This design comes from an exercise in tuning for small area on the open sky130 flow, not from production work. The RTL was checked by simulation tests, not by an equivalence proof against the original design. Power is estimated from default activity; no workload was simulated.

==> flow/design.v, too long to show whole: its modules and the start of the top module <==
// module rs_synd_x2: 7 lines
// module rs_synd_xn2: 7 lines
// module rs_synd_cell: 754 lines
// module rs_syndrome_calc: 79 lines
module rs_syndrome_calc
(
   input  logic         clk,
   input  logic         rst,
   input  logic         din_valid,
   input  logic         din_sof,
   input  logic [7:0]   data_in,
   output logic         synd_valid,
   input  logic         synd_ready,
   output logic [255:0] syndromes,
   output logic         synd_err,
   output logic         overrun,
   output logic         sync_err
);
  // ...
==> flow/flow/run.sh <==
#!/bin/bash
# Standard ORFS layout with three changes to how it is made:
#  - port buffers use the smallest buffer (buf_1) instead of the one buffer_ports picks;
#  - CTS uses small clock buffers and inserts no dummy load cells.
# Every tool's output goes to flow_make.log in the work folder (ORFS keeps its own
# per-step logs under orfs/logs/).
set -euo pipefail
export BUFFER_PORTS_ARGS="-buffer_cell sky130_fd_sc_hd__buf_1"
export CTS_ARGS="-sink_clustering_enable -repair_clock_nets -dont_use_dummy_load -sink_clustering_size 20 -sink_clustering_max_diameter 60 -buf_list {sky130_fd_sc_hd__clkbuf_8}"
bash standard.sh finish > flow_make.log 2>&1
==> flow/standard.sh <==
#!/bin/bash
# synth_recipe.tcl (not shown) runs the flow's synth.tcl, then flattens the netlist and writes it again
# the make line also repeats each setting of config.mk as NAME=value (left out here)
make -C /OpenROAD-flow-scripts/flow DESIGN_CONFIG=/design/flow/config.mk WORK_HOME=/design/flow/orfs CLKGATE_MAP_FILE= SYNTH_SCRIPT=/design/flow/synth_recipe.tcl "${@:-finish}"
==> flow/config.mk <==
export PLATFORM = sky130hd
export DESIGN_NAME = rs_syndrome_calc
export DESIGN_NICKNAME = rs_syndrome_calc
export VERILOG_FILES = /design/flow/design.v
export SDC_FILE = /design/flow/constraint.sdc
export NUM_CORES = 4
export LEC_CHECK = 0
export CAP_MARGIN = 20
export CORE_MARGIN = 2
export CORE_UTILIZATION = 40
export SLEW_MARGIN = 20
export SYNTH_HIERARCHICAL = 1
export SYNTH_MINIMUM_KEEP_SIZE = 0
==> flow/constraint.sdc <==
create_clock -name core_clock -period 6.0 [get_ports {clk}]
set_input_delay 1.2000 -clock core_clock [delete_from_list [all_inputs] [get_ports {clk}]]
set_output_delay 1.2000 -clock core_clock [all_outputs]
set_load 0.01 [all_outputs]
==> impl_metrics.tcl, run 1 <==
set metrics [dict create \
    bufAreaShareNonClock 0.0507 \
    path_common_cell "nand4_1" \
    numPortBuffers 272 \
    cts_hold_buf 0 \
    muxShareOfSynthArea 0 \
    tightest_slew_ns 1.14 \
    critPathArrivalTime_ns 3.24 \
    synth_flop_cell "edfxtp_1" \
    fin_area_um2 25900 \
    drive_gt1_frac 0.0420 \
    r2r.worst_path.cells 12 \
    finalWorstSetupSlack_ns 1.56 \
    async_flop_share 0.0210 \
    p_switching_uw 5500 \
    layout.non_clock_inverters 8 \
    initial_core_util 0.403 \
    final_common_cell "xor2_1" \
    fillers 5261 \
    clock_net_power_uw 1720 \
    crit_cells 5 \
    skew_ns 0.102 \
    slew_headroom 0.235 \
    final.period_utilization 0.740 \
    cts_buffer_depth 3 \
    status "no timing/DRC/antenna violations" \
    multi_input_cells 1015 \
    synth_top_area_share 0.664 \
]
==> run 2: changes to the inputs <==
--- a/flow/design.v
+++ b/flow/design.v
@@ -192,93 +192,90 @@
          rs_synd_x2 u_o2 (.a(t[16]), .b(i_data[2]), .y(o_acc_next[2]));
          rs_synd_x2 u_o3 (.a(t[14]), .b(i_data[3]), .y(o_acc_next[3]));
          rs_synd_x2 u_o4 (.a(t[22]), .b(i_data[4]), .y(o_acc_next[4]));
          rs_synd_xn2 u_o5 (.a(t[18]), .b(i_data[5]), .y(o_acc_next[5]));
          rs_synd_xn2 u_o6 (.a(t[13]), .b(i_data[6]), .y(o_acc_next[6]));
          rs_synd_x2 u_o7 (.a(t[20]), .b(i_data[7]), .y(o_acc_next[7]));
       end
       else if (J == 8) begin : g_j8
-         logic [23:8] t;
-         rs_synd_x2 u_t8 (.a(w_ng[3]), .b(w_ng[4]), .y(t[8]));
-         rs_synd_x2 u_t9 (.a(w_ng[0]), .b(w_ng[1]), .y(t[9]));
+         logic [22:8] t;
+         rs_synd_x2 u_t8 (.a(w_ng[4]), .b(w_ng[5]), .y(t[8]));
+         rs_synd_x2 u_t9 (.a(w_ng[3]), .b(t[8]), .y(t[9]));
          rs_synd_x2 u_t10 (.a(w_ng[1]), .b(w_ng[7]), .y(t[10]));
-         rs_synd_x2 u_t11 (.a(w_ng[5]), .b(w_ng[6]), .y(t[11]));
-         rs_synd_x2 u_t12 (.a(w_ng[0]), .b(w_ng[4]), .y(t[12]));
-         rs_synd_x2 u_t13 (.a(w_ng[2]), .b(t[8]), .y(t[13]));
-         rs_synd_x2 u_t14 (.a(w_ng[5]), .b(t[8]), .y(t[14]));
-         rs_synd_x2 u_t15 (.a(t[8]), .b(t[9]), .y(t[15]));
-         rs_synd_x2 u_t16 (.a(t[10]), .b(t[11]), .y(t[16]));
-         rs_synd_x2 u_t17 (.a(t[11]), .b(t[12]), .y(t[17]));
-         rs_synd_x2 u_t18 (.a(w_ng[2]), .b(w_ng[6]), .y(t[18]));
-         rs_synd_x2 u_t19 (.a(t[9]), .b(t[18]), .y(t[19]));
-         rs_synd_x2 u_t20 (.a(w_ng[2]), .b(w_ng[3]), .y(t[20]));
-         rs_synd_x2 u_t21 (.a(t[10]), .b(t[20]), .y(t[21]));
-         rs_synd_x2 u_t22 (.a(w_ng[4]), .b(t[16]), .y(t[22]));
-         rs_synd_x2 u_t23 (.a(t[19]), .b(t[22]), .y(t[23]));
-         rs_synd_x2 u_o0 (.a(t[17]), .b(i_data[0]), .y(o_acc_next[0]));
-         rs_synd_x2 u_o1 (.a(t[16]), .b(i_data[1]), .y(o_acc_next[1]));
-         rs_synd_xn2 u_o2 (.a(t[23]), .b(i_data[2]), .y(o_acc_next[2]));
-         rs_synd_x2 u_o3 (.a(t[15]), .b(i_data[3]), .y(o_acc_next[3]));
-         rs_synd_x2 u_o4 (.a(t[19]), .b(i_data[4]), .y(o_acc_next[4]));
-         rs_synd_x2 u_o5 (.a(t[21]), .b(i_data[5]), .y(o_acc_next[5]));
-         rs_synd_xn2 u_o6 (.a(t[13]), .b(i_data[6]), .y(o_acc_next[6]));
-         rs_synd_xn2 u_o7 (.a(t[14]), .b(i_data[7]), .y(o_acc_next[7]));
+         rs_synd_x2 u_t11 (.a(w_ng[2]), .b(w_ng[3]), .y(t[11]));
+         rs_synd_x2 u_t12 (.a(w_ng[4]), .b(t[11]), .y(t[12]));
+         rs_synd_x2 u_t13 (.a(t[10]), .b(t[11]), .y(t[13]));
+         rs_synd_x2 u_t14 (.a(w_ng[0]), .b(w_ng[2]), .y(t[14]));
+         rs_synd_x2 u_t15 (.a(w_ng[1]), .b(t[14]), .y(t[15]));
+         rs_synd_x2 u_t16 (.a(w_ng[6]), .b(t[15]), .y(t[16]));
+         rs_synd_x2 u_t17 (.a(t[12]), .b(t[15]), .y(t[17]));
+         rs_synd_x2 u_t18 (.a(w_ng[6]), .b(t[8]), .y(t[18]));
+         rs_synd_x2 u_t19 (.a(w_ng[0]), .b(t[18]), .y(t[19]));
+         rs_synd_x2 u_t20 (.a(t[10]), .b(t[18]), .y(t[20]));
+         rs_synd_x2 u_t21 (.a(w_ng[4]), .b(t[20]), .y(t[21]));
+         rs_synd_x2 u_t22 (.a(t[16]), .b(t[20]), .y(t[22]));
+         rs_synd_x2 u_o0 (.a(t[19]), .b(i_data[0]), .y(o_acc_next[0]));
+         rs_synd_x2 u_o1 (.a(t[21]), .b(i_data[1]), .y(o_acc_next[1]));
+         rs_synd_xn2 u_o2 (.a(t[22]), .b(i_data[2]), .y(o_acc_next[2]));
+         rs_synd_x2 u_o3 (.a(t[17]), .b(i_data[3]), .y(o_acc_next[3]));
+         rs_synd_x2 u_o4 (.a(t[16]), .b(i_data[4]), .y(o_acc_next[4]));
+         rs_synd_x2 u_o5 (.a(t[13]), .b(i_data[5]), .y(o_acc_next[5]));
+         rs_synd_xn2 u_o6 (.a(t[12]), .b(i_data[6]), .y(o_acc_next[6]));
+         rs_synd_xn2 u_o7 (.a(t[9]), .b(i_data[7]), .y(o_acc_next[7]));
       end
       else if (J == 9) begin : g_j9
-         logic [22:8] t;
-         rs_synd_x2 u_t8 (.a(w_ng[2]), .b(w_ng[3]), .y(t[8]));
-         rs_synd_x2 u_t9 (.a(w_ng[7]), .b(t[8]), .y(t[9]));
-         rs_synd_x2 u_t10 (.a(w_ng[0]), .b(w_ng[1]), .y(t[10]));
-         rs_synd_x2 u_t11 (.a(w_ng[1]), .b(t[9]), .y(t[11]));
-         rs_synd_x2 u_t12 (.a(w_ng[2]), .b(w_ng[6]), .y(t[12]));
-         rs_synd_x2 u_t13 (.a(w_ng[4]), .b(w_ng[5]), .y(t[13]));
-         rs_synd_x2 u_t14 (.a(w_ng[0]), .b(t[9]), .y(t[14]));
-         rs_synd_x2 u_t15 (.a(w_ng[3]), .b(t[13]), .y(t[15]));
-         rs_synd_x2 u_t16 (.a(w_ng[4]), .b(t[8]), .y(t[16]));
-         rs_synd_x2 u_t17 (.a(w_ng[5]), .b(t[10]), .y(t[17]));
-         rs_synd_x2 u_t18 (.a(t[10]), .b(t[12]), .y(t[18]));
-         rs_synd_x2 u_t19 (.a(w_ng[0]), .b(w_ng[6]), .y(t[19]));
-         rs_synd_x2 u_t20 (.a(t[13]), .b(t[19]), .y(t[20]));
-         rs_synd_x2 u_t21 (.a(w_ng[4]), .b(t[11]), .y(t[21]));
-         rs_synd_x2 u_t22 (.a(t[12]), .b(t[21]), .y(t[22]));
-         rs_synd_xn2 u_o0 (.a(t[15]), .b(i_data[0]), .y(o_acc_next[0]));
-         rs_synd_x2 u_o1 (.a(t[20]), .b(i_data[1]), .y(o_acc_next[1]));
-         rs_synd_xn2 u_o2 (.a(t[22]), .b(i_data[2]), .y(o_acc_next[2]));
-         rs_synd_x2 u_o3 (.a(t[14]), .b(i_data[3]), .y(o_acc_next[3]));
-         rs_synd_xn2 u_o4 (.a(t[17]), .b(i_data[4]), .y(o_acc_next[4]));
-         rs_synd_x2 u_o5 (.a(t[18]), .b(i_data[5]), .y(o_acc_next[5]));
-         rs_synd_x2 u_o6 (.a(t[11]), .b(i_data[6]), .y(o_acc_next[6]));
+         logic [21:8] t;
+         rs_synd_x2 u_t8 (.a(w_ng[3]), .b(w_ng[7]), .y(t[8]));
+         rs_synd_x2 u_t9 (.a(w_ng[0]), .b(w_ng[1]), .y(t[9]));
+         rs_synd_x2 u_t10 (.a(w_ng[5]), .b(t[9]), .y(t[10]));
+         rs_synd_x2 u_t11 (.a(w_ng[1]), .b(w_ng[6]), .y(t[11]));
+         rs_synd_x2 u_t12 (.a(w_ng[4]), .b(t[11]), .y(t[12]));
+         rs_synd_x2 u_t13 (.a(t[8]), .b(t[12]), .y(t[13]));
+         rs_synd_x2 u_t14 (.a(t[10]), .b(t[12]), .y(t[14]));
+         rs_synd_x2 u_t15 (.a(w_ng[3]), .b(w_ng[4]), .y(t[15]));
+         rs_synd_x2 u_t16 (.a(w_ng[2]), .b(t[15]), .y(t[16]));
+         rs_synd_x2 u_t17 (.a(w_ng[5]), .b(t[15]), .y(t[17]));
+         rs_synd_x2 u_t18 (.a(w_ng[0]), .b(w_ng[2]), .y(t[18]));
+         rs_synd_x2 u_t19 (.a(t[8]), .b(t[18]), .y(t[19]));
+         rs_synd_x2 u_t20 (.a(t[9]), .b(t[19]), .y(t[20]));
+         rs_synd_x2 u_t21 (.a(t[11]), .b(t[18]), .y(t[21]));
+         rs_synd_xn2 u_o0 (.a(t[17]), .b(i_data[0]), .y(o_acc_next[0]));
+         rs_synd_x2 u_o1 (.a(t[14]), .b(i_data[1]), .y(o_acc_next[1]));
+         rs_synd_xn2 u_o2 (.a(t[13]), .b(i_data[2]), .y(o_acc_next[2]));
+         rs_synd_x2 u_o3 (.a(t[19]), .b(i_data[3]), .y(o_acc_next[3]));
+         rs_synd_xn2 u_o4 (.a(t[10]), .b(i_data[4]), .y(o_acc_next[4]));
+         rs_synd_x2 u_o5 (.a(t[21]), .b(i_data[5]), .y(o_acc_next[5]));
+         rs_synd_x2 u_o6 (.a(t[20]), .b(i_data[6]), .y(o_acc_next[6]));
          rs_synd_xn2 u_o7 (.a(t[16]), .b(i_data[7]), .y(o_acc_next[7]));
       end
       else if (J == 10) begin : g_j10
-         logic [22:8] t;
-         rs_synd_x2 u_t8 (.a(w_ng[1]), .b(w_ng[2]), .y(t[8]));
-         rs_synd_x2 u_t9 (.a(w_ng[3]), .b(w_ng[4]), .y(t[9]));
-         rs_synd_x2 u_t10 (.a(w_ng[6]), .b(t[8]), .y(t[10]));
-         rs_synd_x2 u_t11 (.a(w_ng[0]), .b(t[10]), .y(t[11]));
-         rs_synd_x2 u_t12 (.a(w_ng[1]), .b(w_ng[5]), .y(t[12]));
-         rs_synd_x2 u_t13 (.a(w_ng[0]), .b(t[12]), .y(t[13]));
-         rs_synd_x2 u_t14 (.a(w_ng[2]), .b(t[9]), .y(t[14]));
-         rs_synd_x2 u_t15 (.a(w_ng[5]), .b(t[9]), .y(t[15]));
-         rs_synd_x2 u_t16 (.a(w_ng[7]), .b(t[10]), .y(t[16]));
-         rs_synd_x2 u_t17 (.a(w_ng[0]), .b(w_ng[4]), .y(t[17]));
-         rs_synd_x2 u_t18 (.a(w_ng[7]), .b(t[17]), .y(t[18]));
-         rs_synd_x2 u_t19 (.a(w_ng[3]), .b(w_ng[6]), .y(t[19]));
-         rs_synd_x2 u_t20 (.a(t[16]), .b(t[19]), .y(t[20]));
-         rs_synd_x2 u_t21 (.a(w_ng[3]), .b(t[10]), .y(t[21]));
-         rs_synd_x2 u_t22 (.a(t[13]), .b(t[21]), .y(t[22]));
-         rs_synd_xn2 u_o0 (.a(t[14]), .b(i_data[0]), .y(o_acc_next[0]));
-         rs_synd_xn2 u_o1 (.a(t[15]), .b(i_data[1]), .y(o_acc_next[1]));
-         rs_synd_xn2 u_o2 (.a(t[22]), .b(i_data[2]), .y(o_acc_next[2]));
-         rs_synd_x2 u_o3 (.a(t[16]), .b(i_data[3]), .y(o_acc_next[3]));
-         rs_synd_xn2 u_o4 (.a(t[18]), .b(i_data[4]), .y(o_acc_next[4]));
-         rs_synd_xn2 u_o5 (.a(t[13]), .b(i_data[5]), .y(o_acc_next[5]));
-         rs_synd_x2 u_o6 (.a(t[11]), .b(i_data[6]), .y(o_acc_next[6]));
-         rs_synd_x2 u_o7 (.a(t[20]), .b(i_data[7]), .y(o_acc_next[7]));
+         logic [21:8] t;
+         rs_synd_x2 u_t8 (.a(w_ng[2]), .b(w_ng[3]), .y(t[8]));
+         rs_synd_x2 u_t9 (.a(w_ng[4]), .b(t[8]), .y(t[9]));
+         rs_synd_x2 u_t10 (.a(w_ng[0]), .b(w_ng[1]), .y(t[10]));
+         rs_synd_x2 u_t11 (.a(w_ng[5]), .b(t[10]), .y(t[11]));
+         rs_synd_x2 u_t12 (.a(w_ng[1]), .b(t[8]), .y(t[12]));
+         rs_synd_x2 u_t13 (.a(w_ng[7]), .b(t[12]), .y(t[13]));
+         rs_synd_x2 u_t14 (.a(w_ng[6]), .b(t[11]), .y(t[14]));
+         rs_synd_x2 u_t15 (.a(t[12]), .b(t[14]), .y(t[15]));
+         rs_synd_x2 u_t16 (.a(w_ng[2]), .b(w_ng[5]), .y(t[16]));
+         rs_synd_x2 u_t17 (.a(t[9]), .b(t[16]), .y(t[17]));
+         rs_synd_x2 u_t18 (.a(t[14]), .b(t[16]), .y(t[18]));
+         rs_synd_x2 u_t19 (.a(w_ng[0]), .b(w_ng[7]), .y(t[19]));
+         rs_synd_x2 u_t20 (.a(w_ng[4]), .b(t[19]), .y(t[20]));
+         rs_synd_x2 u_t21 (.a(t[18]), .b(t[19]), .y(t[21]));
+         rs_synd_xn2 u_o0 (.a(t[9]), .b(i_data[0]), .y(o_acc_next[0]));
+         rs_synd_xn2 u_o1 (.a(t[17]), .b(i_data[1]), .y(o_acc_next[1]));
+         rs_synd_xn2 u_o2 (.a(t[15]), .b(i_data[2]), .y(o_acc_next[2]));
+         rs_synd_x2 u_o3 (.a(t[21]), .b(i_data[3]), .y(o_acc_next[3]));
+         rs_synd_xn2 u_o4 (.a(t[20]), .b(i_data[4]), .y(o_acc_next[4]));
+         rs_synd_xn2 u_o5 (.a(t[11]), .b(i_data[5]), .y(o_acc_next[5]));
+         rs_synd_x2 u_o6 (.a(t[18]), .b(i_data[6]), .y(o_acc_next[6]));
+         rs_synd_x2 u_o7 (.a(t[13]), .b(i_data[7]), .y(o_acc_next[7]));
       end
       else if (J == 11) begin : g_j11
          logic [21:8] t;
          rs_synd_x2 u_t8 (.a(w_ng[0]), .b(w_ng[1]), .y(t[8]));
          rs_synd_x2 u_t9 (.a(w_ng[5]), .b(t[8]), .y(t[9]));
          rs_synd_x2 u_t10 (.a(w_ng[2]), .b(w_ng[3]), .y(t[10]));
          rs_synd_x2 u_t11 (.a(w_ng[1]), .b(w_ng[7]), .y(t[11]));
          rs_synd_x2 u_t12 (.a(w_ng[4]), .b(t[11]), .y(t[12]));
@@ -296,39 +293,38 @@
          rs_synd_xn2 u_o2 (.a(t[21]), .b(i_data[2]), .y(o_acc_next[2]));
          rs_synd_xn2 u_o3 (.a(t[19]), .b(i_data[3]), .y(o_acc_next[3]));
          rs_synd_x2 u_o4 (.a(t[13]), .b(i_data[4]), .y(o_acc_next[4]));
          rs_synd_xn2 u_o5 (.a(t[15]), .b(i_data[5]), .y(o_acc_next[5]));
          rs_synd_xn2 u_o6 (.a(t[9]), .b(i_data[6]), .y(o_acc_next[6]));
          rs_synd_x2 u_o7 (.a(t[20]), .b(i_data[7]), .y(o_acc_next[7]));
       end
       else if (J == 12) begin : g_j12
-         logic [22:8] t;
-         rs_synd_x2 u_t8 (.a(w_ng[0]), .b(w_ng[1]), .y(t[8]));
-         rs_synd_x2 u_t9 (.a(w_ng[3]), .b(w_ng[6]), .y(t[9]));
-         rs_synd_x2 u_t10 (.a(w_ng[2]), .b(w_ng[7]), .y(t[10]));
-         rs_synd_x2 u_t11 (.a(w_ng[0]), .b(w_ng[4]), .y(t[11]));
-         rs_synd_x2 u_t12 (.a(w_ng[7]), .b(t[11]), .y(t[12]));
-         rs_synd_x2 u_t13 (.a(w_ng[5]), .b(t[8]), .y(t[13]));
-         rs_synd_x2 u_t14 (.a(w_ng[5]), .b(t[10]), .y(t[14]));
-         rs_synd_x2 u_t15 (.a(w_ng[1]), .b(w_ng[3]), .y(t[15]));
-         rs_synd_x2 u_t16 (.a(t[10]), .b(t[15]), .y(t[16]));
-         rs_synd_x2 u_t17 (.a(w_ng[1]), .b(t[9]), .y(t[17]));
-         rs_synd_x2 u_t18 (.a(t[11]), .b(t[17]), .y(t[18]));
-         rs_synd_x2 u_t19 (.a(w_ng[2]), .b(w_ng[6]), .y(t[19]));
-         rs_synd_x2 u_t20 (.a(t[8]), .b(t[19]), .y(t[20]));
-         rs_synd_x2 u_t21 (.a(w_ng[5]), .b(w_ng[6]), .y(t[21]));
-         rs_synd_x2 u_t22 (.a(t[12]), .b(t[21]), .y(t[22]));
-         rs_synd_x2 u_o0 (.a(t[20]), .b(i_data[0]), .y(o_acc_next[0]));
-         rs_synd_x2 u_o1 (.a(t[16]), .b(i_data[1]), .y(o_acc_next[1]));
-         rs_synd_xn2 u_o2 (.a(t[18]), .b(i_data[2]), .y(o_acc_next[2]));
-         rs_synd_xn2 u_o3 (.a(t[22]), .b(i_data[3]), .y(o_acc_next[3]));
-         rs_synd_xn2 u_o4 (.a(t[14]), .b(i_data[4]), .y(o_acc_next[4]));
-         rs_synd_x2 u_o5 (.a(t[9]), .b(i_data[5]), .y(o_acc_next[5]));
-         rs_synd_xn2 u_o6 (.a(t[12]), .b(i_data[6]), .y(o_acc_next[6]));
+         logic [21:8] t;
+         rs_synd_x2 u_t8 (.a(w_ng[3]), .b(w_ng[6]), .y(t[8]));
+         rs_synd_x2 u_t9 (.a(w_ng[0]), .b(w_ng[4]), .y(t[9]));
+         rs_synd_x2 u_t10 (.a(w_ng[7]), .b(t[9]), .y(t[10]));
+         rs_synd_x2 u_t11 (.a(w_ng[2]), .b(w_ng[6]), .y(t[11]));
+         rs_synd_x2 u_t12 (.a(w_ng[0]), .b(w_ng[1]), .y(t[12]));
+         rs_synd_x2 u_t13 (.a(w_ng[5]), .b(t[12]), .y(t[13]));
+         rs_synd_x2 u_t14 (.a(t[11]), .b(t[12]), .y(t[14]));
+         rs_synd_x2 u_t15 (.a(w_ng[1]), .b(t[8]), .y(t[15]));
+         rs_synd_x2 u_t16 (.a(t[9]), .b(t[15]), .y(t[16]));
+         rs_synd_x2 u_t17 (.a(w_ng[7]), .b(t[11]), .y(t[17]));
+         rs_synd_x2 u_t18 (.a(t[15]), .b(t[17]), .y(t[18]));
+         rs_synd_x2 u_t19 (.a(w_ng[5]), .b(w_ng[6]), .y(t[19]));
+         rs_synd_x2 u_t20 (.a(t[10]), .b(t[19]), .y(t[20]));
+         rs_synd_x2 u_t21 (.a(t[17]), .b(t[19]), .y(t[21]));
+         rs_synd_x2 u_o0 (.a(t[14]), .b(i_data[0]), .y(o_acc_next[0]));
+         rs_synd_x2 u_o1 (.a(t[18]), .b(i_data[1]), .y(o_acc_next[1]));
+         rs_synd_xn2 u_o2 (.a(t[16]), .b(i_data[2]), .y(o_acc_next[2]));
+         rs_synd_xn2 u_o3 (.a(t[20]), .b(i_data[3]), .y(o_acc_next[3]));
+         rs_synd_xn2 u_o4 (.a(t[21]), .b(i_data[4]), .y(o_acc_next[4]));
+         rs_synd_x2 u_o5 (.a(t[8]), .b(i_data[5]), .y(o_acc_next[5]));
+         rs_synd_xn2 u_o6 (.a(t[10]), .b(i_data[6]), .y(o_acc_next[6]));
          rs_synd_xn2 u_o7 (.a(t[13]), .b(i_data[7]), .y(o_acc_next[7]));
       end
       else if (J == 13) begin : g_j13
          logic [21:8] t;
          rs_synd_x2 u_t8 (.a(w_ng[3]), .b(w_ng[6]), .y(t[8]));
          rs_synd_x2 u_t9 (.a(w_ng[0]), .b(w_ng[1]), .y(t[9]));
          rs_synd_x2 u_t10 (.a(w_ng[4]), .b(w_ng[7]), .y(t[10]));
          rs_synd_x2 u_t11 (.a(w_ng[2]), .b(w_ng[5]), .y(t[11]));
@@ -397,66 +393,63 @@
          rs_synd_xn2 u_o2 (.a(t[19]), .b(i_data[2]), .y(o_acc_next[2]));
          rs_synd_xn2 u_o3 (.a(t[21]), .b(i_data[3]), .y(o_acc_next[3]));
          rs_synd_x2 u_o4 (.a(t[17]), .b(i_data[4]), .y(o_acc_next[4]));
          rs_synd_xn2 u_o5 (.a(t[16]), .b(i_data[5]), .y(o_acc_next[5]));
          rs_synd_x2 u_o6 (.a(t[13]), .b(i_data[6]), .y(o_acc_next[6]));
          rs_synd_xn2 u_o7 (.a(t[11]), .b(i_data[7]), .y(o_acc_next[7]));
       end
       else if (J == 16) begin : g_j16
-         logic [22:8] t;
-         rs_synd_x2 u_t8 (.a(w_ng[2]), .b(w_ng[5]), .y(t[8]));
-         rs_synd_x2 u_t9 (.a(w_ng[3]), .b(w_ng[6]), .y(t[9]));
-         rs_synd_x2 u_t10 (.a(w_ng[4]), .b(t[8]), .y(t[10]));
-         rs_synd_x2 u_t11 (.a(w_ng[1]), .b(w_ng[4]), .y(t[11]));
-         rs_synd_x2 u_t12 (.a(w_ng[7]), .b(t[9]), .y(t[12]));
-         rs_synd_x2 u_t13 (.a(w_ng[3]), .b(t[11]), .y(t[13]));
-         rs_synd_x2 u_t14 (.a(w_ng[0]), .b(t[12]), .y(t[14]));
-         rs_synd_x2 u_t15 (.a(w_ng[5]), .b(t[13]), .y(t[15]));
-         rs_synd_x2 u_t16 (.a(t[12]), .b(t[13]), .y(t[16]));
-         rs_synd_x2 u_t17 (.a(w_ng[0]), .b(t[10]), .y(t[17]));
-         rs_synd_x2 u_t18 (.a(w_ng[6]), .b(t[10]), .y(t[18]));
-         rs_synd_x2 u_t19 (.a(w_ng[7]), .b(t[8]), .y(t[19]));
-         rs_synd_x2 u_t20 (.a(w_ng[5]), .b(t[14]), .y(t[20]));
-         rs_synd_x2 u_t21 (.a(w_ng[1]), .b(t[20]), .y(t[21]));
-         rs_synd_x2 u_t22 (.a(t[8]), .b(t[21]), .y(t[22]));
-         rs_synd_xn2 u_o0 (.a(t[19]), .b(i_data[0]), .y(o_acc_next[0]));
-         rs_synd_x2 u_o1 (.a(t[9]), .b(i_data[1]), .y(o_acc_next[1]));
-         rs_synd_x2 u_o2 (.a(t[17]), .b(i_data[2]), .y(o_acc_next[2]));
-         rs_synd_x2 u_o3 (.a(t[22]), .b(i_data[3]), .y(o_acc_next[3]));
-         rs_synd_x2 u_o4 (.a(t[15]), .b(i_data[4]), .y(o_acc_next[4]));
-         rs_synd_x2 u_o5 (.a(t[18]), .b(i_data[5]), .y(o_acc_next[5]));
-         rs_synd_xn2 u_o6 (.a(t[20]), .b(i_data[6]), .y(o_acc_next[6]));
-         rs_synd_x2 u_o7 (.a(t[16]), .b(i_data[7]), .y(o_acc_next[7]));
+         logic [21:8] t;
+         rs_synd_x2 u_t8 (.a(w_ng[3]), .b(w_ng[6]), .y(t[8]));
+         rs_synd_x2 u_t9 (.a(w_ng[4]), .b(w_ng[5]), .y(t[9]));
+         rs_synd_x2 u_t10 (.a(w_ng[2]), .b(t[9]), .y(t[10]));
+         rs_synd_x2 u_t11 (.a(w_ng[0]), .b(t[10]), .y(t[11]));
+         rs_synd_x2 u_t12 (.a(w_ng[6]), .b(t[10]), .y(t[12]));
+         rs_synd_x2 u_t13 (.a(w_ng[5]), .b(w_ng[7]), .y(t[13]));
+         rs_synd_x2 u_t14 (.a(w_ng[2]), .b(t[13]), .y(t[14]));
+         rs_synd_x2 u_t15 (.a(t[8]), .b(t[13]), .y(t[15]));
+         rs_synd_x2 u_t16 (.a(w_ng[0]), .b(t[15]), .y(t[16]));
+         rs_synd_x2 u_t17 (.a(w_ng[1]), .b(t[14]), .y(t[17]));
+         rs_synd_x2 u_t18 (.a(t[12]), .b(t[17]), .y(t[18]));
+         rs_synd_x2 u_t19 (.a(t[15]), .b(t[18]), .y(t[19]));
+         rs_synd_x2 u_t20 (.a(w_ng[7]), .b(t[17]), .y(t[20]));
+         rs_synd_x2 u_t21 (.a(t[16]), .b(t[20]), .y(t[21]));
+         rs_synd_xn2 u_o0 (.a(t[14]), .b(i_data[0]), .y(o_acc_next[0]));
+         rs_synd_x2 u_o1 (.a(t[8]), .b(i_data[1]), .y(o_acc_next[1]));
+         rs_synd_x2 u_o2 (.a(t[11]), .b(i_data[2]), .y(o_acc_next[2]));
+         rs_synd_x2 u_o3 (.a(t[21]), .b(i_data[3]), .y(o_acc_next[3]));
+         rs_synd_x2 u_o4 (.a(t[19]), .b(i_data[4]), .y(o_acc_next[4]));
+         rs_synd_x2 u_o5 (.a(t[12]), .b(i_data[5]), .y(o_acc_next[5]));
+         rs_synd_xn2 u_o6 (.a(t[16]), .b(i_data[6]), .y(o_acc_next[6]));
+         rs_synd_x2 u_o7 (.a(t[18]), .b(i_data[7]), .y(o_acc_next[7]));
       end
       else if (J == 17) begin : g_j17
-         logic [23:8] t;
-         rs_synd_x2 u_t8 (.a(w_ng[1]), .b(w_ng[4]), .y(t[8]));
-         rs_synd_x2 u_t9 (.a(w_ng[2]), .b(w_ng[5]), .y(t[9]));
-         rs_synd_x2 u_t10 (.a(w_ng[6]), .b(w_ng[7]), .y(t[10]));
-         rs_synd_x2 u_t11 (.a(w_ng[3]), .b(t[8]), .y(t[11]));
-         rs_synd_x2 u_t12 (.a(w_ng[0]), .b(w_ng[1]), .y(t[12]));
-         rs_synd_x2 u_t13 (.a(w_ng[5]), .b(t[11]), .y(t[13]));
-         rs_synd_x2 u_t14 (.a(t[8]), .b(t[10]), .y(t[14]));
-         rs_synd_x2 u_t15 (.a(t[9]), .b(t[12]), .y(t[15]));
-         rs_synd_x2 u_t16 (.a(w_ng[7]), .b(t[9]), .y(t[16]));
-         rs_synd_x2 u_t17 (.a(w_ng[7]), .b(t[11]), .y(t[17]));
-         rs_synd_x2 u_t18 (.a(t[10]), .b(t[15]), .y(t[18]));
-         rs_synd_x2 u_t19 (.a(t[13]), .b(t[15]), .y(t[19]));
-         rs_synd_x2 u_t20 (.a(w_ng[0]), .b(t[13]), .y(t[20]));
-         rs_synd_x2 u_t21 (.a(t[14]), .b(t[20]), .y(t[21]));
-         rs_synd_x2 u_t22 (.a(w_ng[1]), .b(t[14]), .y(t[22]));
-         rs_synd_x2 u_t23 (.a(t[16]), .b(t[22]), .y(t[23]));
-         rs_synd_x2 u_o0 (.a(t[14]), .b(i_data[0]), .y(o_acc_next[0]));
-         rs_synd_xn2 u_o1 (.a(t[16]), .b(i_data[1]), .y(o_acc_next[1]));
-         rs_synd_x2 u_o2 (.a(t[17]), .b(i_data[2]), .y(o_acc_next[2]));
+         logic [21:8] t;
+         rs_synd_x2 u_t8 (.a(w_ng[5]), .b(w_ng[7]), .y(t[8]));
+         rs_synd_x2 u_t9 (.a(w_ng[2]), .b(t[8]), .y(t[9]));
+         rs_synd_x2 u_t10 (.a(w_ng[4]), .b(w_ng[7]), .y(t[10]));
+         rs_synd_x2 u_t11 (.a(w_ng[1]), .b(t[10]), .y(t[11]));
+         rs_synd_x2 u_t12 (.a(w_ng[3]), .b(t[11]), .y(t[12]));
+         rs_synd_x2 u_t13 (.a(w_ng[6]), .b(t[11]), .y(t[13]));
+         rs_synd_x2 u_t14 (.a(t[8]), .b(t[12]), .y(t[14]));
+         rs_synd_x2 u_t15 (.a(w_ng[1]), .b(t[9]), .y(t[15]));
+         rs_synd_x2 u_t16 (.a(t[13]), .b(t[15]), .y(t[16]));
+         rs_synd_x2 u_t17 (.a(w_ng[0]), .b(t[15]), .y(t[17]));
+         rs_synd_x2 u_t18 (.a(w_ng[6]), .b(t[17]), .y(t[18]));
+         rs_synd_x2 u_t19 (.a(t[14]), .b(t[17]), .y(t[19]));
+         rs_synd_x2 u_t20 (.a(w_ng[7]), .b(t[19]), .y(t[20]));
+         rs_synd_x2 u_t21 (.a(t[16]), .b(t[19]), .y(t[21]));
+         rs_synd_x2 u_o0 (.a(t[13]), .b(i_data[0]), .y(o_acc_next[0]));
+         rs_synd_xn2 u_o1 (.a(t[9]), .b(i_data[1]), .y(o_acc_next[1]));
+         rs_synd_x2 u_o2 (.a(t[12]), .b(i_data[2]), .y(o_acc_next[2]));
          rs_synd_x2 u_o3 (.a(t[18]), .b(i_data[3]), .y(o_acc_next[3]));
-         rs_synd_x2 u_o4 (.a(t[19]), .b(i_data[4]), .y(o_acc_next[4]));
-         rs_synd_x2 u_o5 (.a(t[13]), .b(i_data[5]), .y(o_acc_next[5]));
-         rs_synd_x2 u_o6 (.a(t[23]), .b(i_data[6]), .y(o_acc_next[6]));
+         rs_synd_x2 u_o4 (.a(t[20]), .b(i_data[4]), .y(o_acc_next[4]));
+         rs_synd_x2 u_o5 (.a(t[14]), .b(i_data[5]), .y(o_acc_next[5]));
+         rs_synd_x2 u_o6 (.a(t[16]), .b(i_data[6]), .y(o_acc_next[6]));
          rs_synd_xn2 u_o7 (.a(t[21]), .b(i_data[7]), .y(o_acc_next[7]));
       end
       else if (J == 18) begin : g_j18
          logic [22:8] t;
          rs_synd_x2 u_t8 (.a(w_ng[2]), .b(w_ng[3]), .y(t[8]));
          rs_synd_x2 u_t9 (.a(w_ng[4]), .b(w_ng[6]), .y(t[9]));
          rs_synd_x2 u_t10 (.a(w_ng[0]), .b(t[8]), .y(t[10]));
          rs_synd_x2 u_t11 (.a(w_ng[6]), .b(t[10]), .y(t[11]));
@@ -501,39 +494,37 @@
          rs_synd_x2 u_o2 (.a(t[12]), .b(i_data[2]), .y(o_acc_next[2]));
          rs_synd_x2 u_o3 (.a(t[13]), .b(i_data[3]), .y(o_acc_next[3]));
          rs_synd_xn2 u_o4 (.a(t[14]), .b(i_data[4]), .y(o_acc_next[4]));
          rs_synd_xn2 u_o5 (.a(t[19]), .b(i_data[5]), .y(o_acc_next[5]));
          rs_synd_x2 u_o6 (.a(t[20]), .b(i_data[6]), .y(o_acc_next[6]));
          rs_synd_x2 u_o7 (.a(t[17]), .b(i_data[7]), .y(o_acc_next[7]));
       end
       else if (J == 20) begin : g_j20
-         logic [21:8] t;
+         logic [19:8] t;
          rs_synd_x2 u_t8 (.a(w_ng[0]), .b(w_ng[1]), .y(t[8]));
-         rs_synd_x2 u_t9 (.a(w_ng[2]), .b(w_ng[3]), .y(t[9]));
-         rs_synd_x2 u_t10 (.a(w_ng[4]), .b(t[9]), .y(t[10]));
-         rs_synd_x2 u_t11 (.a(w_ng[2]), .b(w_ng[5]), .y(t[11]));
-         rs_synd_x2 u_t12 (.a(w_ng[4]), .b(w_ng[6]), .y(t[12]));
-         rs_synd_x2 u_t13 (.a(w_ng[0]), .b(t[10]), .y(t[13]));
-         rs_synd_x2 u_t14 (.a(w_ng[1]), .b(t[9]), .y(t[14]));
-         rs_synd_x2 u_t15 (.a(w_ng[2]), .b(t[8]), .y(t[15]));
-         rs_synd_x2 u_t16 (.a(w_ng[7]), .b(t[10]), .y(t[16]));
-         rs_synd_x2 u_t17 (.a(t[11]), .b(t[12]), .y(t[17]));
-         rs_synd_x2 u_t18 (.a(w_ng[1]), .b(t[10]), .y(t[18]));
-         rs_synd_x2 u_t19 (.a(t[11]), .b(t[18]), .y(t[19]));
-         rs_synd_x2 u_t20 (.a(w_ng[7]), .b(t[8]), .y(t[20]));
-         rs_synd_x2 u_t21 (.a(t[12]), .b(t[20]), .y(t[21]));
-         rs_synd_x2 u_o0 (.a(t[19]), .b(i_data[0]), .y(o_acc_next[0]));
-         rs_synd_x2 u_o1 (.a(t[17]), .b(i_data[1]), .y(o_acc_next[1]));
-         rs_synd_xn2 u_o2 (.a(t[21]), .b(i_data[2]), .y(o_acc_next[2]));
+         rs_synd_x2 u_t9 (.a(w_ng[2]), .b(t[8]), .y(t[9]));
+         rs_synd_x2 u_t10 (.a(w_ng[1]), .b(w_ng[3]), .y(t[10]));
+         rs_synd_x2 u_t11 (.a(w_ng[2]), .b(t[10]), .y(t[11]));
+         rs_synd_x2 u_t12 (.a(w_ng[4]), .b(t[10]), .y(t[12]));
+         rs_synd_x2 u_t13 (.a(w_ng[5]), .b(t[12]), .y(t[13]));
+         rs_synd_x2 u_t14 (.a(t[9]), .b(t[12]), .y(t[14]));
+         rs_synd_x2 u_t15 (.a(w_ng[7]), .b(t[14]), .y(t[15]));
+         rs_synd_x2 u_t16 (.a(w_ng[0]), .b(t[15]), .y(t[16]));
+         rs_synd_x2 u_t17 (.a(w_ng[6]), .b(t[11]), .y(t[17]));
+         rs_synd_x2 u_t18 (.a(t[13]), .b(t[17]), .y(t[18]));
+         rs_synd_x2 u_t19 (.a(t[15]), .b(t[17]), .y(t[19]));
+         rs_synd_x2 u_o0 (.a(t[13]), .b(i_data[0]), .y(o_acc_next[0]));
+         rs_synd_x2 u_o1 (.a(t[18]), .b(i_data[1]), .y(o_acc_next[1]));
+         rs_synd_xn2 u_o2 (.a(t[19]), .b(i_data[2]), .y(o_acc_next[2]));
          rs_synd_x2 u_o3 (.a(t[16]), .b(i_data[3]), .y(o_acc_next[3]));
          rs_synd_x2 u_o4 (.a(t[8]), .b(i_data[4]), .y(o_acc_next[4]));
-         rs_synd_xn2 u_o5 (.a(t[15]), .b(i_data[5]), .y(o_acc_next[5]));
-         rs_synd_xn2 u_o6 (.a(t[14]), .b(i_data[6]), .y(o_acc_next[6]));
-         rs_synd_x2 u_o7 (.a(t[13]), .b(i_data[7]), .y(o_acc_next[7]));
+         rs_synd_xn2 u_o5 (.a(t[9]), .b(i_data[5]), .y(o_acc_next[5]));
+         rs_synd_xn2 u_o6 (.a(t[11]), .b(i_data[6]), .y(o_acc_next[6]));
+         rs_synd_x2 u_o7 (.a(t[14]), .b(i_data[7]), .y(o_acc_next[7]));
       end
       else if (J == 21) begin : g_j21
          logic [19:8] t;
          rs_synd_x2 u_t8 (.a(w_ng[1]), .b(w_ng[2]), .y(t[8]));
          rs_synd_x2 u_t9 (.a(w_ng[3]), .b(t[8]), .y(t[9]));
          rs_synd_x2 u_t10 (.a(w_ng[0]), .b(w_ng[1]), .y(t[10]));
          rs_synd_x2 u_t11 (.a(w_ng[4]), .b(t[9]), .y(t[11]));
          rs_synd_x2 u_t12 (.a(w_ng[0]), .b(w_ng[7]), .y(t[12]));
==> flow/flow/run.sh (replaced) <==
#!/bin/bash
# Standard ORFS layout with three changes to how it is made:
#  - port buffers use the smallest buffer (buf_1) instead of the one buffer_ports picks;
#  - CTS uses small clock buffers and inserts no dummy load cells.
# Every tool's output goes to flow_make.log in the work folder (ORFS keeps its own
# per-step logs under orfs/logs/).
set -euo pipefail
export BUFFER_PORTS_ARGS="-buffer_cell sky130_fd_sc_hd__buf_1"
export CTS_ARGS="-sink_clustering_enable -repair_clock_nets -dont_use_dummy_load -sink_clustering_size 19 -sink_clustering_max_diameter 50 -buf_list {sky130_fd_sc_hd__clkbuf_8}"
bash standard.sh finish > flow_make.log 2>&1
==> flow/config.mk (replaced) <==
export PLATFORM = sky130hd
export DESIGN_NAME = rs_syndrome_calc
export DESIGN_NICKNAME = rs_syndrome_calc
export VERILOG_FILES = /design/flow/design.v
export SDC_FILE = /design/flow/constraint.sdc
export NUM_CORES = 4
export LEC_CHECK = 0
export CAP_MARGIN = 20
export CORE_MARGIN = 2
export CORE_UTILIZATION = 75
export PLACE_DENSITY = 0.88
export SLEW_MARGIN = 20
export SYNTH_HIERARCHICAL = 1
export SYNTH_MINIMUM_KEEP_SIZE = 0
==> impl_metrics.tcl, run 2 <==
set metrics [dict create \
    critPathArrivalTime_ns 4.53 \
    dieHeight_um 179 \
    worstSetupPathType "in -> reg" \
    coreArea_um2 30400 \
    syn2layout_area_growth_pct 9.45 \
    leakage_uw 0.00894 \
    ys_warn_count 7 \
    synth_top_area_share 0.666 \
    p_per_area_nw_per_um2 627 \
    drv_slew 0 \
    setup_tns_ns 0 \
    grt.total_usage 0.317 \
    start_kind "primary input" \
    cts_hold_buf 0 \
    setup_violations 0 \
    status "no timing/DRC/antenna violations" \
    maxCapViolCount 0 \
    boundaryPins 273 \
    final_nets 1887 \
    tightest_slew_ns 1.11 \
    synth-edff-count 512 \
    fillers 1611 \
    syn_avg_cell_area_um2 14.7 \
    crit_path_cell_trace "clkbuf_4 > a21oi_4 > nand2_1 > xor2_1 > xor2_1 > xor2_1 > xor2_1 > xor2_1 > xor2_1 > xor2_1" \
    numCtsBuffers 41 \
    grt_pass1_wl_um 78800 \
    grt_max_degree 84 \
    ys_seq_area_frac 0.678 \
    drt-initial-drc-count 1320 \
    design_power_total_uw 15900 \
    hold_class "reg -> reg" \
    grt_overflow_total 0 \
    cts_resized 0 \
    final_cell_mix "512 x xor2_1, 512 x edfxtp_1, 263 x buf_1" \
    clock_latency_ns 0.59 \
    rsz0062_at_grt "false" \
    syn-cell-area_um2 23100 \
    slowest_stage "a21oi_4" \
    antenna_left 0 \
    cts_buffer_depth 3 \
    vdd.ir_drop.worst_mv 0.495 \
    cts_tree "yes" \
    rows 64 \
    required_ns 6.28 \
    yosysTopAreaCell "edfxtp_1" \
    antenna_found_initial 1 \
    synth-seq-cells 523 \
    numPortBuffers 272 \
    postCtsSetupRepairBufs 0 \
    final.period_utilization 0.707 \
    wl_um 51500 \
    clkSinkCount 523 \
    drcViolationCount 0 \
    wl_per_cell_um 22.7 \
    synth_nets 1585 \
    routed_via_density 6.02 \
    clk_pin_slew_ns 0.11 \
    drive_gt1_frac 0.0411 \
    synthCells 1572 \
    die-area_um2 32200 \
    die_w_um 179 \
    routed-via-count 13700 \
    reg_top3 "r_acc: 256 flops, r_synd: 256 flops, r_cnt: 8 flops" \
    initial_core_util 0.759 \
    path_common_cell "xor2_1" \
    synth_flop_cell "edfxtp_1" \
    cp-end-kind "register" \
    finalHoldViolCount 0 \
    yosys.cell_types.count 21 \
    dpl.hpwl_um 32800 \
    synth_area_leaders "edfxtp_1 67%, xor2_1 19%, xnor2_1 4.8%" \
    async_flop_share 0.0210 \
    slowest_delay_ns 0.75 \
    first_pass_iters 5 \
    slew_headroom 0.259 \
    routabilityCongestion 0.869 \
    cts-htree-levels 2 \
    cp_max_fo 55 \
    cts_root_buf "clkbuf_8" \
    fmax_mhz 236 \
    grt_pass1_vias 13900 \
    skew_ns 0.0505 \
    synthTopCellsByCount "512 x edfxtp_1, 512 x xor2_1, 262 x nand2_1, 126 x xnor2_1, 68 x nor4_1" \
    post-route-min-period_ns 4.24 \
]
-- run 2: final cells by class --
class	count	area, um2	area share
flip-flops and latches	523	15700	0.619
diodes	1	2.50	0.0000990
multi-input cells	1006	7250	0.287
well taps	396	495	0.0196
repair buffers	294	1270	0.0505
inverters	8	30.0	0.00119
clock buffers	41	564	0.0223
-- run 2: cells by family after synthesis --
family / share of synthesized area
and+or+nand+nor: 0.0687
buffers and inverters: 0.00910
xor gates and xnor gates: 0.242
AOI/OAI and AO/OA: 0.00238
DFF: 0.678
-- run 2: worst max-delay path: cells and delay by family --
family	cells	cell delay (ns)
and+or+nand+nor	1	0.26
AOI/OAI and AO/OA	1	0.75
buffers and inverters	1	0.43
xor gates and xnor gates	7	1.87
-- run 2: power breakdown --
part / internal [uW] / total [uW] / switching [uW]
clock network: 615 / 1660 / 1050
logic: 2750 / 7330 / 4580
registers: 6610 / 6860 / 257
-- run 2: final timing paths --
kind	startpoint	depth (start not counted)	slack [ns]	endpoint
worst max-delay path	din_valid	10	1.76	r_synd[132]
worst min-delay path	r_cnt[4]	2	0.53	r_cnt[5]
worst max register to register	r_cnt[7]	11	2.26	r_synd[132]
worst min register to register	r_cnt[4]	2	0.53	r_cnt[5]
max in group asynchronous	rst	2	5.00	r_overrun
min in group asynchronous	rst	2	0.61	r_sync_err
-- run 2: per-module statistics from Yosys, one instance, submodules excluded, a selection --
module / cells / area (um2)
rs_synd_x2: 1 / 8.76
rs_synd_xn2: 1 / 8.76
rs_syndrome_calc: 649 / 16400
-- run 2: routing by layer --
| metal | track usage | up-vias | share of wire |
|---|---|---|---|
| met2 | 0.526 | 709 | 0.50 |
| met1 | 0.427 | 6786 | 0.39 |
| met5 | 0 | - | 0 |
| met3 | 0.0669 | 127 | 0.086 |
| met4 | 0.105 | 0 | 0.031 |
| li1 | - | 6034 | - |
-- run 2: metrics by stage --
stage	setup slack, ns	util	instance area (um2)	instances	hold slack (ns)
floorplan	0.00936	-	23100	1572	0.480
global placement	1.45	0.812	24700	2227	0.503
detailed placement	1.23	0.812	24700	2227	0.516
CTS	1.82	0.830	25300	2268	0.533
global route	1.63	0.830	25300	2269	0.553
finish	1.76	0.830	25300	2269	0.529
==> run 3: changes to the inputs <==
--- a/flow/flow/run.sh
+++ b/flow/flow/run.sh
@@ -6,5 +6,5 @@
 # per-step logs under orfs/logs/).
 set -euo pipefail
 export BUFFER_PORTS_ARGS="-buffer_cell sky130_fd_sc_hd__buf_1"
-export CTS_ARGS="-sink_clustering_enable -repair_clock_nets -dont_use_dummy_load -sink_clustering_size 19 -sink_clustering_max_diameter 50 -buf_list {sky130_fd_sc_hd__clkbuf_8}"
+export CTS_ARGS="-sink_clustering_enable -repair_clock_nets -dont_use_dummy_load -sink_clustering_size 16 -sink_clustering_max_diameter 80 -buf_list {sky130_fd_sc_hd__clkbuf_8}"
 bash standard.sh finish > flow_make.log 2>&1
==> impl_metrics.tcl, run 3 <==
set metrics [dict create \
    status "no timing/DRC/antenna violations" \
    antenna_left 0 \
    synth_top_area_share 0.666 \
    ys_seq_area_frac 0.678 \
    die_w_um 179 \
    clkSinkCount 523 \
    tightest_slew_ns 1.09 \
    routed-via-count 13600 \
    cts_buffer_depth 3 \
    rows 64 \
    numCtsBuffers 38 \
    post-place-ws_ns 1.23 \
    r2r-start "r_cnt[7]" \
    initial_core_util 0.759 \
    cp-end-kind "register" \
    synth-edff-count 512 \
    skew_ns 0.0227 \
    grt.met2_usage 0.524 \
    finalNonFillerCells 2267 \
    dpl.hpwl_um 32800 \
    post-route-min-period_ns 4.22 \
    drcViolationCount 0 \
    reg2reg_to "r_synd[132]" \
    required_ns 6.27 \
    synth_flop_cell "edfxtp_1" \
    cts_tree "yes" \
    drt-initial-drc-count 1380 \
    numPortBuffers 272 \
    cts_root_buf "clkbuf_8" \
    critPathArrivalTime_ns 4.49 \
    synthCells 1572 \
    routabilityCongestion 0.869 \
    clk_pin_slew_ns 0.10 \
    wl_um 51400 \
    cp_max_fo 55 \
    cts-htree-levels 2 \
    grt.total_usage 0.317 \
    dieHeight_um 179 \
    routed_via_density 6.01 \
    startpoint "din_valid" \
    yosysTopAreaCell "edfxtp_1" \
    worstSetupPathType "in -> reg" \
    slew_headroom 0.276 \
    final.period_utilization 0.703 \
    grt_pass1_wl_um 78700 \
    async_flop_share 0.0210 \
    reg_top3 "r_acc: 256 flops, r_synd: 256 flops, r_cnt: 8 flops" \
    grt_use_met1 0.433 \
    drv_slew 0 \
    synthTopCellsByCount "512 x edfxtp_1, 512 x xor2_1, 262 x nand2_1, 126 x xnor2_1, 68 x nor4_1" \
    rsz0062_at_grt "false" \
    synth_nets 1585 \
    grt_max_degree 84 \
    reg2reg_slack_ns 2.23 \
    finalWorstSetupSlack_ns 1.78 \
    yosys.cell_types.count 21 \
    grt_overflow_total 0 \
    wl_per_cell_um 22.7 \
    fmax_mhz 237 \
    placed_cell_area_um2 24700 \
    fin_area_um2 25200 \
    boundaryPins 273 \
    cts_resized 0 \
    syn2layout_area_growth_pct 9.35 \
    met3_usage 0.0592 \
    syn-cell-area_um2 23100 \
    start_kind "primary input" \
    die-area_um2 32200 \
    coreArea_um2 30400 \
    setup_tns_ns 0 \
    vdd.ir_drop.worst_mv 0.490 \
    grt_pass1_vias 13900 \
    p_per_area_nw_per_um2 625 \
    final_nets 1885 \
    r2r.worst_path.cells 12 \
    hold_ws_ns 0.528 \
    critical_path.endpoint "r_synd[132]" \
    clock_latency_ns 0.56 \
    syn_avg_cell_area_um2 14.7 \
    drive_gt1_frac 0.0401 \
    antenna_found_initial 1 \
    postCtsSetupRepairBufs 0 \
    maxCapViolCount 0 \
    cts_hold_buf 0 \
    synth-seq-cells 523 \
    grt-busiest-layer "met2" \
    place_inst 2227 \
    ys_warn_count 7 \
    finalHoldViolCount 0 \
    synth_area_leaders "edfxtp_1 67%, xor2_1 19%, xnor2_1 4.8%" \
    first_pass_iters 5 \
    leakage_uw 0.00893 \
    hold_class "reg -> reg" \
    setup_violations 0 \
    final_cell_mix "512 x xor2_1, 512 x edfxtp_1, 263 x buf_1" \
]
[run 3: worst min-delay path by stage]
stage	startpoint	to	slack, ns	cells after the start
3_3_place_gp	r_cnt[0]	r_cnt[1]	0.50	1
3_5_place_dp	r_cnt[6]	r_cnt[7]	0.52	2
6_report	r_cnt[6]	r_cnt[7]	0.53	2
4_1_cts	r_cnt[6]	r_cnt[7]	0.53	2
5_1_grt	r_cnt[0]	r_cnt[1]	0.56	1
2_1_floorplan	r_cnt[0]	r_cnt[1]	0.48	1
[run 3: routing by layer]
layer	vias to the layer above	wire length, um
li1	6037	-
met1	6787	20100
met2	685	25500
met3	117	4250
met4	0	1560
met5	-	0
[run 3: per-stage QoR]
| step | power [uW] | utilization |
|---|---|---|
| after floorplan | 12600 | - |
| after global routing | 16700 | 0.830 |
| after CTS | 15700 | 0.829 |
| after global placement | 13600 | 0.812 |
| final | 15800 | 0.830 |
| after detailed placement | 14100 | 0.812 |
[run 3: worst max-delay path, stage by stage]
cell and delay (ns):
clkbuf_4 0.43, a21oi_4 0.75, nand2_1 0.25, xor2_1 0.32, xor2_1 0.29, xor2_1 0.33, xor2_1 0.29, xor2_1 0.27
xor2_1 0.22, xor2_1 0.11
[run 3: report_power, final]
group          switching, uW  leakage [uW]  total [uW]  internal, uW
logic                   4550       0.00371        7300          2750
clock network           1040      0.000273        1620           573
registers                258       0.00495        6860          6610
total                   5850       0.00893       15800          9930
[run 3: layout make-up]
class                      instances  area (um2)
inverter                           8        30.0
fill                            1623        5180
tap                              396         495
multi-input combinational       1006        7250
timing repair buffer             295        1290
clock buffer                      38         523
sequential                       523       15700
antenna                            1        2.50
[run 3: logic make-up after synthesis]
kind of cell	after synthesis	synth area share
simple gates	359	0.0687
compound gates	9	0.00238
flops	523	0.678
xor+xnor	638	0.242
buf+inv	43	0.00910
[run 3: modules after synthesis, one instance, submodules excluded, excerpt]
| module | times used | cells inside | area, um2 |
|---|---|---|---|
| rs_syndrome_calc | 1 | 649 | 16400 |
| rs_synd_x2 | 512 | 1 | 8.76 |
| rs_synd_xn2 | 123 | 1 | 8.76 |
==> run 4: changes to the inputs <==
--- a/flow/config.mk
+++ b/flow/config.mk
@@ -7,8 +7,8 @@
 export LEC_CHECK = 0
 export CAP_MARGIN = 20
 export CORE_MARGIN = 2
-export CORE_UTILIZATION = 75
-export PLACE_DENSITY = 0.88
+export CORE_UTILIZATION = 90
+export PLACE_DENSITY = 0.95
 export SLEW_MARGIN = 20
 export SYNTH_HIERARCHICAL = 1
 export SYNTH_MINIMUM_KEEP_SIZE = 0
==> impl_metrics.tcl, run 4 <==
set metrics [dict create \
    firstError "[ERROR GPL-0301] Utilization 102.382 % exceeds 100%." \
    async_flop_share 0.0210 \
    synth_area_leaders "edfxtp_1 67%, xor2_1 19%, xnor2_1 4.8%" \
    yosys.cell_types.count 21 \
    synthTopCellsByCount "512 x edfxtp_1, 512 x xor2_1, 262 x nand2_1, 126 x xnor2_1, 68 x nor4_1" \
    die_w_um 164 \
    rows 58 \
    dieHeight_um 164 \
    ys_warn_count 7 \
    synth_top_area_share 0.666 \
    synth_flop_cell "edfxtp_1" \
    synth-edff-count 512 \
    status "stopped before the end" \
    initial_core_util 0.917 \
    synth_nets 1585 \
    numPortBuffers 272 \
    synthCells 1572 \
    syn-cell-area_um2 23100 \
    synth-seq-cells 523 \
    syn_avg_cell_area_um2 14.7 \
    ys_seq_area_frac 0.678 \
    lastStage "global placement" \
    yosysTopAreaCell "edfxtp_1" \
    boundaryPins 273 \
]
## run 4: cell counts after synthesis
No cell type changed its count.
## run 4: cells by family after synthesis
group                     after synthesis  synth area share
DFF                                   523             0.678
buffers and inverters                  43           0.00910
xor gates and xnor gates              638             0.242
and+or+nand+nor                       359            0.0687
AOI/OAI and AO/OA                       9           0.00238
## run 4: Yosys stat by module (local to each module, per instance), a selection
module	times used	flops+latches	cell area, um2
rs_synd_xn2	123	0	8.76
rs_synd_x2	512	0	8.76
rs_syndrome_calc	1	523	16400
==> run 5: changes to the inputs <==
--- a/flow/config.mk
+++ b/flow/config.mk
@@ -7,8 +7,8 @@
 export LEC_CHECK = 0
 export CAP_MARGIN = 20
 export CORE_MARGIN = 2
-export CORE_UTILIZATION = 90
-export PLACE_DENSITY = 0.95
+export CORE_UTILIZATION = 85
+export PLACE_DENSITY = 0.92
 export SLEW_MARGIN = 20
 export SYNTH_HIERARCHICAL = 1
 export SYNTH_MINIMUM_KEEP_SIZE = 0
==> impl_metrics.tcl, run 5 <==
set metrics [dict create \
    routed_via_density 6.68 \
    antenna_left 0 \
    crit_buf_inv 1 \
    cp-end-kind "output pin" \
    synthCells 1572 \
    cts_hold_buf 0 \
    grt.total_usage 0.426 \
    clock_latency_ns 0.58 \
    final_cell_mix "512 x xor2_1, 512 x edfxtp_1, 263 x buf_1" \
    synth-seq-cells 523 \
    clkSinkCount 523 \
    postCtsSetupRepairBufs 0 \
    maxCapViolCount 0 \
    rsz0062_at_grt "false" \
    synth-edff-count 512 \
    numPortBuffers 272 \
    cts_resized 0 \
    wl_per_cell_um 27.3 \
    initial_core_util 0.862 \
    crit_path_cell_trace "nor4_1 > nand4_1 > nor4_1 > nand4_1 > buf_1" \
    status "no timing/DRC/antenna violations" \
    routed-via-count 14700 \
    wl_um 60300 \
    drive_gt1_frac 0.0380 \
    final_nets 1881 \
    fmax_mhz 231 \
    reg_top3 "r_acc: 256 flops, r_synd: 256 flops, r_cnt: 8 flops" \
    synthTopCellsByCount "512 x edfxtp_1, 512 x xor2_1, 262 x nand2_1, 126 x xnor2_1, 68 x nor4_1" \
    ys_warn_count 7 \
    async_flop_share 0.0210 \
    cp_max_fo 2 \
    leakage_uw 0.00888 \
    yosys.cell_types.count 21 \
    numCtsBuffers 38 \
    grt_use_met1 0.543 \
    crit_cells 5 \
    cts_tree "yes" \
    fin_area_um2 25100 \
    synth_nets 1585 \
    path_delay_family "simple AND/OR/NAND/NOR gates" \
    grt_overflow_total 0 \
    start_kind "register" \
    drv_slew 0 \
    skew_ns 0.0312 \
    critPathArrivalTime_ns 3.13 \
    synth_flop_cell "edfxtp_1" \
    grt_max_degree 166 \
    cts_buffer_depth 3 \
    antenna_found_initial 0 \
    worstSetupPathType "reg -> out" \
    yosysTopAreaCell "edfxtp_1" \
    required_ns 4.80 \
    grt.met2_usage 0.708 \
    setup_tns_ns 0 \
    coreArea_um2 26800 \
    boundaryPins 273 \
    synth_top_area_share 0.666 \
    grt_pass1_vias 15000 \
    dieHeight_um 169 \
    antenna_cells 0 \
    p_per_area_nw_per_um2 652 \
    syn_avg_cell_area_um2 14.7 \
    synth_area_leaders "edfxtp_1 67%, xor2_1 19%, xnor2_1 4.8%" \
    finalHoldViolCount 0 \
    setup_violations 0 \
    final.period_utilization 0.722 \
    clk_pin_slew_ns 0.11 \
    drcViolationCount 0 \
    grt-busiest-layer "met2" \
    syn2layout_area_growth_pct 8.64 \
    whs_path_depth 2 \
    slowest_stage "nor4_1" \
    hold_class "reg -> reg" \
    dpl.hpwl_um 35100 \
    slowest_delay_ns 0.86 \
    slew_headroom 0.268 \
    placed_cell_area_um2 24600 \
    tightest_slew_ns 1.10 \
    vdd.ir_drop.worst_mv 0.540 \
    cts_root_buf "clkbuf_8" \
    syn-cell-area_um2 23100 \
    post-route-min-period_ns 4.33 \
    die_w_um 169 \
    r2r.worst_path.cells 11 \
    grt_pass1_wl_um 89500 \
    first_pass_iters 8 \
    met3_usage 0.0921 \
    postLayoutCoreUtil 0.936 \
    routabilityCongestion 0.902 \
    drt-initial-drc-count 2285 \
    die-area_um2 28500 \
    rows 60 \
    ys_seq_area_frac 0.678 \
    cts-htree-levels 2 \
]
run 5: kinds of logic (layout without fill, tap and decap cells):
logic type	after synthesis	in the layout	synth area share
xor+xnor	638	638	0.242
compound gates	9	9	0.00238
buf+inv	43	337	0.00910
flops	523	523	0.678
simple gates	359	359	0.0687
run 5: report_power, final:
part | leakage (uW) | total, uW | switching (uW) | internal, uW
clock network | 0.000273 | 1620 | 1050 | 573
logic | 0.00366 | 7780 | 5040 | 2740
registers | 0.00495 | 6960 | 340 | 6620
total | 0.00888 | 16400 | 6430 | 9940
run 5: cell type report:
type	count	area, um2
clock buffer	38	523
fill	770	1720
inverter	8	30.0
multi-input combinational	1006	7250
sequential	523	15700
tap	341	427
timing repair buffer	291	1200
run 5: path summary, 6_finish.rpt:
kind | from | to | slack, ns
max in group asynchronous | rst | r_sync_err | 4.96
hold / removal | r_valid | r_valid | 0.56
setup reg to reg | r_cnt[7] | r_synd[161] | 1.87
min in group asynchronous | rst | r_cnt[3] | 0.66
hold reg to reg | r_valid | r_valid | 0.56
setup / recovery | r_synd[125] | synd_err | 1.67
run 5: modules after synthesis, one instance, submodules excluded, excerpt:
module            copies in the design  flip-flops and latches
rs_synd_xn2                        123                       0
rs_syndrome_calc                     1                     523
rs_synd_x2                         512                       0
run 5: worst min-delay path: stages, from the launching register on:
cell and delay, ns:
dfrtp_1 0.36, nand2b_1 0.09, nand2_1 0.08
run 5: through the flow:
stage	worst slack (ns)	std cells	power [uW]	hold WS, ns
floorplan	0.00936	1572	12600	0.480
global placement	2.03	2169	13500	0.502
detailed placement	1.80	2169	14200	0.518
CTS	1.81	2207	16200	0.562
global route	1.65	2207	17100	0.603
finish	1.67	2207	16400	0.560
run 5: routing by layer:
metal,up-vias,wire length [um],part of all wire
met1,7119,20000,0.33
met3,294,7250,0.12
met2,1322,29500,0.49
met4,0,3520,0.058
li1,6013,-,-
met5,-,0,0

static timing again, ports no longer ideal:
How much do the figures lean on ideal ports? The routed layouts below were timed once more, with nothing changed but the port constraints. Step 1 sets driving cells, clkbuf_16 on the clock port and buf_2 on the other inputs (assumed; they add their load-dependent delay and slew). Step 2 also shifts input and output timing later by t, the mid clock arrival at the registers, as if the neighbouring blocks saw the same clock. a / b / c = no drivers / after step 1 / after step 2; a / b = the first two.
run	shift t [ns]	slack for setup (ns)	worst hold slack (ns)	worst data-port slew with drivers (ns)	pins driven straight from the clock port
run 1	0.657	1.560 / 1.504 / 1.578	0.522 / 0.490 / 0.528	0.12	1
run 2	0.617	1.756 / 1.690 / 1.074	0.529 / 0.529 / 0.529	0.17	1
run 3	0.601	1.781 / 1.717 / 1.116	0.528 / 0.528 / 0.528	0.17	1
run 5	0.607	1.669 / 1.620 / 1.267	0.560 / 0.560 / 0.560	0.08	1
After both steps setup and hold are still met in every run listed. For run 2, which loses most, drivers alone change the setup slack by -0.066 ns; drivers and shift together by -0.682 ns.
